Source: an optimization exercise on an open RTL-to-GDS flow (aim: small area, a short achievable clock period and few clock cycles per item). Production flows keep margins and buffers that such runs may drop.
At most, simulation tests tie the RTL to the original design; equivalence was not proved.
Power is estimated from default activity; no workload was simulated.

## bus_uart_bridge_fifo_core
module bus_uart_bridge_fifo_core #(
    parameter int RING_DEPTH = 256
) (
    input  wire logic        clk,
    input  wire logic        rst_n,
    input  wire logic        s_tvalid,
    output logic             s_tready,
    input  wire logic [7:0]  s_tdata,    
    input  wire logic [2:0]  s_tuser,    
    output logic             m_tvalid,
    input  wire logic        m_tready,
    output logic [bubf_pkg::OUT_W-1:0] m_tdata
);
Size: about 4,900 flip-flops, ~57 I/O pins, roughly 0.12 mm² of cells after synthesis.
clock: 4.8 ns
lec_check: 0
cap_margin: 20
core_margin: 2
core_utilization: 60
gpl_routability_driven: 0
place_density: 0.7
setup_slack_margin: 2.4
slew_margin: 20
standard.sh (not shown) runs the stock make flow with config.mk's settings and CLKGATE_MAP_FILE= SYNTH_SCRIPT=/design/flow/synth_recipe.tcl, a recipe that flattens the netlist after the stock synthesis.
==> flow/flow/run.sh <==
#!/bin/bash
# Standard layout, with clock tree synthesis told to build larger sink
# clusters and to add no dummy loads, and the port buffers made buf_4.
set -euo pipefail
export CTS_ARGS="-sink_clustering_enable -repair_clock_nets -dont_use_dummy_load -sink_clustering_size 30 -sink_clustering_max_diameter 60"
export BUFFER_PORTS_ARGS="-buffer_cell sky130_fd_sc_hd__buf_4"
bash standard.sh finish > standard_flow.log 2>&1
The baseline passed the timing, DRC and antenna checks.
Testbench counts at the start, summed over its fixed seeds: cycles 48,016, items 48,000.
Next try:
--- a/flow/flow/run.sh
+++ b/flow/flow/run.sh
@@ -3 +3 @@
-# clusters and to add no dummy loads, and the port buffers made buf_4.
+# clusters and to add no dummy loads.
@@ -6 +5,0 @@
-export BUFFER_PORTS_ARGS="-buffer_cell sky130_fd_sc_hd__buf_4"
ABC_CLOCK_PERIOD_IN_PS = 2200   (was not set)
GPL_ROUTABILITY_DRIVEN = not set   (was 0)
What happened: Design area rose by 0.42%; total power rose by 0.73%; first-iteration DRC count fell by 27%; die area is unchanged; global-route usage rose by 1.3 points; core utilization rose by 0.27 points.
Next try:
--- a/flow/flow/run.sh
+++ b/flow/flow/run.sh
@@ -3 +3 @@
-# clusters and to add no dummy loads.
+# clusters and to add no dummy loads, and the port buffers made buf_4.
@@ -5,0 +6 @@
+export BUFFER_PORTS_ARGS="-buffer_cell sky130_fd_sc_hd__buf_4"
ABC_CLOCK_PERIOD_IN_PS = not set   (was 2200)
CORE_UTILIZATION = 52   (was 60)
PLACE_DENSITY = 0.62   (was 0.7)
Outcome: Setup slack improves by 0.033 ns; synthesized cell count does not change; routed wire length barely changes; cell area stays flat.
Next try:
ABC_CLOCK_PERIOD_IN_PS = 2200   (was not set)
CORE_UTILIZATION = 60   (was 52)
PLACE_DENSITY = 0.7   (was 0.62)
Setup slack degrades by 0.016 ns.
Wire length is about the same.
Clock-buffer cell count goes down by 3.
Cell count goes down by a few percent.
Non-clock buffer count goes down by 7.
Die area goes down by roughly a tenth.
Power barely changes.
Maximum frequency goes down slightly.
Register-to-register slack improves by 0.02 ns.


Another version of the RTL of bus_uart_bridge_fifo_core (not shown whole).
Size in the first run: about 4900 flip-flops, ~57 I/O pins, roughly 120000 µm² of cells after synthesis.
clock: 4.8 ns
lec_check: 0
abc_clock_period_in_ps: 2200
cap_margin: 20
core_margin: 2
core_utilization: 66
place_density: 0.74
setup_slack_margin: 2.4
slew_margin: 20
==> flow/flow/run.sh <==
#!/bin/bash
# Standard layout, with clock tree synthesis told to build larger sink
# clusters and to add no dummy loads.
set -euo pipefail
export CTS_ARGS="-sink_clustering_enable -repair_clock_nets -dont_use_dummy_load -sink_clustering_size 30 -sink_clustering_max_diameter 60"
bash standard.sh finish > standard_flow.log 2>&1
Next try:
ABC_CLOCK_PERIOD_IN_PS = 2000   (was 2200)
CORE_UTILIZATION = 60   (was 66)
PLACE_DENSITY = 0.7   (was 0.74)
SETUP_SLACK_MARGIN = 2.8   (was 2.4)
Setup slack improved by 0.11 ns; global-route usage fell by 3.8 points; synthesized cell count is unchanged; cell area rose by a few percent; utilization fell by 4.6 points; routed wire length fell by a few percent.
Next try:
ABC_CLOCK_PERIOD_IN_PS = 2200   (was 2000)
SETUP_SLACK_MARGIN = 2.4   (was 2.8)
Result: The changed run completed with no timing, DRC or antenna violations; routed wire length is lower by 7.1%; combinational power went down by 16%; count of clock-buffer cells in the layout falls by 2.
Next try:
ABC_CLOCK_PERIOD_IN_PS = 2600   (was 2200)
SETUP_SLACK_MARGIN = 2.0   (was 2.4)
Effect:
- power barely changes
- register-to-register slack degrades by 0.34 ns
- worst hold slack gains 0.018 ns
- sequential share of layout area goes up by 1.8 points
- non-clock buffer count drops by 126
- sequential power hardly moves
No run of this note included a check of the RTL's function; only the layout flow was run.


run 1:
bus_uart_bridge_fifo_core, a different RTL version from the one above (not shown whole).
For scale: about 6900 cells after synthesis, about 5000 flip-flops, about 57 I/O pins, ~0.12 mm² of cells after synthesis.
==> flow/config.mk <==
export PLATFORM = sky130hd
export DESIGN_NAME = bus_uart_bridge_fifo_core
export DESIGN_NICKNAME = bus_uart_bridge_fifo_core
export VERILOG_FILES = /design/flow/design.v
export SDC_FILE = /design/flow/constraint.sdc
export NUM_CORES = 4
export LEC_CHECK = 0
export CAP_MARGIN = 20
export CORE_MARGIN = 2
export CORE_UTILIZATION = 45
export PLACE_DENSITY = 0.55
export SETUP_SLACK_MARGIN = 2.4
export SLEW_MARGIN = 20
==> flow/constraint.sdc <==
create_clock -name core_clock -period 4.8 [get_ports {clk}]
set_input_delay 0.9600 -clock core_clock [delete_from_list [all_inputs] [get_ports {clk}]]
set_output_delay 0.9600 -clock core_clock [all_outputs]
set_load 0.01 [all_outputs]
==> flow/flow/run.sh <==
#!/bin/bash
# Standard layout, with clock tree synthesis told to build larger sink
# clusters and to add no dummy loads, and the port buffers made buf_4.
set -euo pipefail
export CTS_ARGS="-sink_clustering_enable -repair_clock_nets -dont_use_dummy_load -sink_clustering_size 30 -sink_clustering_max_diameter 60"
export BUFFER_PORTS_ARGS="-buffer_cell sky130_fd_sc_hd__buf_4"
bash standard.sh finish > standard_flow.log 2>&1
Run 1 closes out successfully: all stages finished, all timing, DRC and antenna checks passed.
Input changes introduced in run 2 (baseline for comparison: run 1):
# run 1
export LEC_CHECK = 0
export CAP_MARGIN = 20
export CORE_MARGIN = 2
export CORE_UTILIZATION = 45
export PLACE_DENSITY = 0.55
export SETUP_SLACK_MARGIN = 2.4
export SLEW_MARGIN = 20
create_clock -name core_clock -period 4.8 [get_ports {clk}]
# run 2
export LEC_CHECK = 0
export ABC_CLOCK_PERIOD_IN_PS = 2200
export CAP_MARGIN = 20
export CORE_MARGIN = 2
export CORE_UTILIZATION = 60
export PLACE_DENSITY = 0.7
export SETUP_SLACK_MARGIN = 2.4
export SLEW_MARGIN = 20
create_clock -name core_clock -period 4.8 [get_ports {clk}]
--- outcome ---
All of run 2 and run 1 finish clean. When run 2 is measured against run 1, its final period utilization turns out 1.8 points lower. Between run 2 and run 1, it is run 2 whose non-clock buffer count is lower, by 4. Run 2 ends up with a overall global routing resource usage that is 5.8 points higher than in run 1. Delta (run 2 minus run 1): count of clock-net buffers in the final layout dropped 13%; CTS buffer count dropped 13%; relative slew slack climbed 8.6 points. On post-route core utilization, the lower figure sits with run 1, not run 2. In the flow results for run 2 and run 1, the global routing usage on met3 is smaller on run 1. From run 1 to run 2 the numbers moved as follows: fmax higher; clock power lower; initial antenna violation count lower.
No functional check of the RTL was part of any run of this note.


bus_uart_bridge_fifo_core, a different RTL version from the one above (not shown whole).
Size in the first run: roughly 7000 cells after synthesis, about 4900 flip-flops, roughly 57 I/O pins, ~0.12 sq mm of cells after synthesis.
Settings: LEC_CHECK=0, ABC_CLOCK_PERIOD_IN_PS=2200, CAP_MARGIN=20, CORE_MARGIN=2, CORE_UTILIZATION=70, PLACE_DENSITY=0.78, SETUP_SLACK_MARGIN=2.4, SLEW_MARGIN=20; clock period 4.8 ns.
==> flow/flow/run.sh <==
#!/bin/bash
# Standard layout, with clock tree synthesis told to build larger sink
# clusters and to add no dummy loads.
set -euo pipefail
export CTS_ARGS="-sink_clustering_enable -repair_clock_nets -dont_use_dummy_load -sink_clustering_size 28 -sink_clustering_max_diameter 60"
bash standard.sh finish > standard_flow.log 2>&1
The baseline ran to the end with no violations.
Testbench counts at the start, summed over its fixed seeds: cycles 48,016, items 48,000.
Change:
==> flow/flow/run.sh (replaced) <==
#!/bin/bash
# Standard layout, with clock tree synthesis told to build larger sink
# clusters and to add no dummy loads.
set -euo pipefail
export CTS_ARGS="-sink_clustering_enable -repair_clock_nets -dont_use_dummy_load -sink_clustering_size 24 -sink_clustering_max_diameter 60"
bash standard.sh finish > standard_flow.log 2>&1
CORE_UTILIZATION = 60   (was 70)
PLACE_DENSITY = 0.7   (was 0.78)
The changed run ran to the end with no violations.
Non-clock buffer count drops by 40.
Worst setup slack improved by 0.11 ns.
Area after synthesis stays the same.
Hold slack improved by 0.26 ns.
Cell count climbs by 4.6%.
Power climbs by 3.2%.
Clock power climbs by 13%.
Clock-buffer cell count climbs by 66.
Design area climbs by 1.5%.
Routed wire length drops by 10%.
Clock skew drops by 0.0083 ns.


Another version of the RTL of bus_uart_bridge_fifo_core (not shown whole).
For scale: ~6900 cells after synthesis, about 4800 flip-flops, ~57 I/O pins, roughly 120000 um2 of cells after synthesis.
Settings: LEC_CHECK=0, ABC_CLOCK_PERIOD_IN_PS=2200, CAP_MARGIN=20, CORE_MARGIN=2, CORE_UTILIZATION=60, PLACE_DENSITY=0.7, SETUP_SLACK_MARGIN=2.4, SLEW_MARGIN=20; clock period 4.8 ns.
==> flow/flow/run.sh <==
#!/bin/bash
# Standard layout, with clock tree synthesis told to build larger sink
# clusters and to add no dummy loads.
set -euo pipefail
export CTS_ARGS="-sink_clustering_enable -repair_clock_nets -dont_use_dummy_load -sink_clustering_size 24 -sink_clustering_max_diameter 60"
bash standard.sh finish > standard_flow.log 2>&1
Then changed:
==> flow/run.sh (new file) <==
#!/bin/bash
# synth_recipe.tcl (not shown) runs the flow's synth.tcl, then flattens the netlist and writes it again
# the make line also repeats each setting of config.mk as NAME=value (left out here)
make -C /OpenROAD-flow-scripts/flow DESIGN_CONFIG=/design/flow/config.mk WORK_HOME=/design/flow/orfs CLKGATE_MAP_FILE= SYNTH_SCRIPT=/design/flow/synth_recipe.tcl finish
removed: flow/flow/run.sh
removed: flow/standard.sh
Sequential power stays flat.
Utilization came out higher by 4.4 points.
Synthesized area is unchanged.
Cell area came out higher by 6.5%.
Function was not checked in any run of this note: the RTL went through the layout flow alone.


## v46
bus_uart_bridge_fifo_core, a different RTL version from the one above (not shown whole).
For scale: roughly 6600 cells after synthesis, ~4600 flip-flops, roughly 57 I/O pins, about 110000 µm² of cells after synthesis.
export LEC_CHECK = 0
export CAP_MARGIN = 20
export CORE_MARGIN = 2
export CORE_UTILIZATION = 60
export PLACE_DENSITY = 0.7
export SETUP_SLACK_MARGIN = 2.25
export SLEW_MARGIN = 20
create_clock -name core_clock -period 4.8 [get_ports {clk}]
==> flow/flow/run.sh <==
#!/bin/bash
# Standard layout, with clock tree synthesis told to build larger sink
# clusters and to add no dummy loads, and the port buffers made buf_4.
set -euo pipefail
export CTS_ARGS="-sink_clustering_enable -repair_clock_nets -dont_use_dummy_load -sink_clustering_size 30 -sink_clustering_max_diameter 60"
export BUFFER_PORTS_ARGS="-buffer_cell sky130_fd_sc_hd__buf_4"
bash standard.sh finish > standard_flow.log 2>&1
Testbench counts of v46, summed over its fixed seeds: cycles 48,016, items 48,000.
The following lists how v2 was set up differently from v46:
Settings: ABC_CLOCK_PERIOD_IN_PS now 2200, previously not set; SETUP_SLACK_MARGIN now 2.4, was 2.25.
==> summary.txt <==
- On worst setup slack, v2 does better than v46.
- Between v2 and v46, the internal portion of total power does not differ in any meaningful way.
- Wire length of the first global-routing pass on v2 is up relative to v46.
- v2 — total global routing track utilization 0.58 points higher, v46 as reference
--- input diff v2..v1 ---
Settings: a deleted ABC_CLOCK_PERIOD_IN_PS that had been 2200; a change of CORE_UTILIZATION from 60 to 52; a change of PLACE_DENSITY from 0.7 to 0.62.
## What came out
- On maximum clock frequency, v2 and v1 are basically level.
- On mapped cell area, v2 and v1 are neck and neck.
- Taking v2 as the reference, in v1 met1 track demand over resource decreased 4.0 points; die area increased 15%; number of antenna cells inserted decreased 1.
- v1 -> v2: register cell area after layout flat
- v2 → v1: total routed wirelength roughly the same, overall die height higher.
- Re layout overhead on the synthesized area: v2 and v1 aren't equal, and the higher value belongs to v1.
- Each of the runs, namely v2 and v1, reached the end of the flow and came out clean.
- On violation count after the first detailed-routing iteration, v2 and v1 are basically level.


bus_uart_bridge_fifo_core, a different RTL version from the one above (not shown whole).
For scale: roughly 57 I/O pins, ~120,000 um2 of cells after synthesis.
Settings: LEC_CHECK=0, ABC_CLOCK_PERIOD_IN_PS=2500, CAP_MARGIN=20, CORE_MARGIN=2, CORE_UTILIZATION=45, PLACE_DENSITY=0.6, SETUP_SLACK_MARGIN=2.2, SLEW_MARGIN=20; clock period 4.8 ns.
run.sh (not shown) runs the stock make flow with config.mk's settings and CLKGATE_MAP_FILE= SYNTH_SCRIPT=/design/flow/synth_recipe.tcl, a recipe that flattens the netlist after the stock synthesis.
Stock flow here: none of the scripts above is used.
The starting point finished clean.
Testbench counts at the start, summed over its fixed seeds: cycles 48,016, items 48,000.
Next try:
CORE_UTILIZATION = 60   (was 45)
CTS_BUF_LIST = sky130_fd_sc_hd__clkbuf_8   (was default)
PLACE_DENSITY = 0.7   (was 0.6)
After rerunning:
- The new run completed with no timing, DRC or antenna violations
- final cell count decreases by 3.5%
- wire length increases by 3.8%
- synthesized area does not change
- die area decreases by 25%
- setup slack gains 0.062 ns
- sequential share of layout area increases by 0.43 points
- worst hold slack gains 0.099 ns
- design area decreases by 0.61%
Next try:
ABC_CLOCK_PERIOD_IN_PS = default   (was 2500)
CORE_UTILIZATION = 45   (was 60)
CTS_BUF_LIST = default   (was sky130_fd_sc_hd__clkbuf_8)
PLACE_DENSITY = 0.6   (was 0.7)
SETUP_SLACK_MARGIN = default   (was 2.2)
- clock-buffer cell count shrinks by 220
- register-to-register slack is worse by 1.1 ns
- worst hold slack is worse by 0.21 ns
- flip-flop and latch count stays the same
- worst setup slack is worse by 1.1 ns
- clock power grows by 7.1%
- final cell count grows by 0.53%
- core utilization shrinks by 21 points
- synthesized cell count stays the same
- die area grows by about 33%


bus_uart_bridge_fifo_core, a different RTL version from the one above (not shown whole).
Size in the first run: roughly 4900 flip-flops, roughly 57 I/O pins, about 120000 um2 of cells after synthesis.
==> flow/config.mk <==
export PLATFORM = sky130hd
export DESIGN_NAME = bus_uart_bridge_fifo_core
export DESIGN_NICKNAME = bus_uart_bridge_fifo_core
export VERILOG_FILES = /design/flow/design.v
export SDC_FILE = /design/flow/constraint.sdc
export NUM_CORES = 4
export LEC_CHECK = 0
export ABC_CLOCK_PERIOD_IN_PS = 2200
export CAP_MARGIN = 20
export CORE_MARGIN = 2
export CORE_UTILIZATION = 60
export PLACE_DENSITY = 0.7
export SETUP_SLACK_MARGIN = 2.4
export SLEW_MARGIN = 20
==> flow/constraint.sdc <==
create_clock -name core_clock -period 4.8 [get_ports {clk}]
set_input_delay 0.9600 -clock core_clock [delete_from_list [all_inputs] [get_ports {clk}]]
set_output_delay 0.9600 -clock core_clock [all_outputs]
set_load 0.01 [all_outputs]
standard.sh (not shown) runs the stock make flow with config.mk's settings and CLKGATE_MAP_FILE= SYNTH_SCRIPT=/design/flow/synth_recipe.tcl, a recipe that flattens the netlist after the stock synthesis.
==> flow/flow/run.sh <==
#!/bin/bash
# Standard layout, with clock tree synthesis told to build larger sink
# clusters and to add no dummy loads.
set -euo pipefail
export CTS_ARGS="-sink_clustering_enable -repair_clock_nets -dont_use_dummy_load -sink_clustering_size 30 -sink_clustering_max_diameter 60"
bash standard.sh finish > standard_flow.log 2>&1
Then changed:
--- a/flow/config.mk
+++ b/flow/config.mk
@@ -7,3 +7,3 @@
 export LEC_CHECK = 0
-export ABC_CLOCK_PERIOD_IN_PS = 2200
+export ABC_CLOCK_PERIOD_IN_PS = 1800
 export CAP_MARGIN = 20
What happened: Hold slack stays the same; register-to-register slack stays flat; final cell count does not change; routed wire length does not change; core utilization is unchanged; worst setup slack is unchanged.
Function was not checked in any run of this note: the RTL went through the layout flow alone.

## port drivers added, routing unchanged
Ports are ideal in the flow. The routed layouts listed here were re-timed in OpenROAD. Step 1 assumes that a clkbuf_16 drives the clock port and a buf_2 every other input. Step 2 moves the port delays by t, midway between the first and last clock arrival at a register: inputs arrive t later, outputs are due t later. That takes back most of the time a late clock gives input paths. Slacks: no drivers / after step 1 / after step 2; pairs: no drivers / after step 1.
run | t (ns) | setup slack, ns | hold WS [ns] | worst setup path at the end
the first run of note 1 | 0.904 | 2.333 / 2.267 / 1.773 | 0.262 / 0.232 / 0.262 | input to register
the second run of note 1 | 0.912 | 2.315 / 2.225 / 1.432 | 0.264 / 0.264 / 0.264 | input to register
the third run of note 1 | 0.920 | 2.348 / 2.257 / 1.786 | 0.117 / 0.074 / 0.240 | input to register
the fourth run of note 1 | 0.914 | 2.332 / 2.244 / 1.678 | 0.226 / 0.185 / 0.260 | input to register
the first run of note 2 | 0.918 | 2.155 / 2.155 / 1.456 | 0.247 / 0.247 / 0.247 | input to register
the second run of note 2 | 0.927 | 2.264 / 2.237 / 1.564 | 0.173 / 0.134 / 0.279 | input to register
the third run of note 2 | 0.924 | 2.298 / 2.224 / 1.621 | 0.121 / 0.101 / 0.278 | input to register
the fourth run of note 2 | 0.923 | 1.956 / 1.956 / 1.133 | 0.139 / 0.101 / 0.252 | input to register
run 1 | 0.981 | 2.270 / 2.181 / 1.747 | 0.242 / 0.182 / 0.249 | input to register
run 2 | 0.912 | 2.359 / 2.275 / 1.689 | 0.139 / 0.111 / 0.278 | input to register
the first run of note 4 | 0.943 | 2.151 / 2.151 / 1.528 | 0.022 / -0.001 / 0.287 | input to register
the second run of note 4 | 0.982 | 2.260 / 2.201 / 1.665 | 0.280 / 0.280 / 0.280 | input to register
the first run of note 5 | 0.906 | 1.695 / 1.695 / 1.189 | 0.200 / 0.163 / 0.235 | input to register
the second run of note 5 | 1.036 | 1.616 / 1.616 / 1.194 | 0.100 / 0.060 / 0.269 | input to register
v46 | 0.907 | 2.153 / 2.153 / 1.506 | 0.081 / 0.085 / 0.263 | input to register
v2 | 0.902 | 2.355 / 2.267 / 1.728 | 0.131 / 0.117 / 0.265 | input to register
v1 | 0.885 | 2.361 / 2.276 / 1.721 | 0.164 / 0.176 / 0.247 | input to register
the first run of note 7 | 0.976 | 1.816 / 1.816 / 1.167 | 0.167 / 0.157 / 0.254 | input to register
the second run of note 7 | 1.091 | 1.879 / 1.879 / 1.169 | 0.266 / 0.266 / 0.266 | input to register
the third run of note 7 | 0.978 | 0.794 / 0.794 / 0.374 | 0.055 / 0.014 / 0.279 | input to register
the first run of note 8 | 0.925 | 2.287 / 2.200 / 1.725 | 0.161 / 0.123 / 0.253 | input to register
the second run of note 8 | 0.925 | 2.287 / 2.200 / 1.725 | 0.161 / 0.123 / 0.253 | input to register
After both steps setup and hold are still met in every run listed. For the second run of note 1, which loses most, drivers alone change the setup slack by -0.090 ns; drivers and shift together by -0.883 ns.
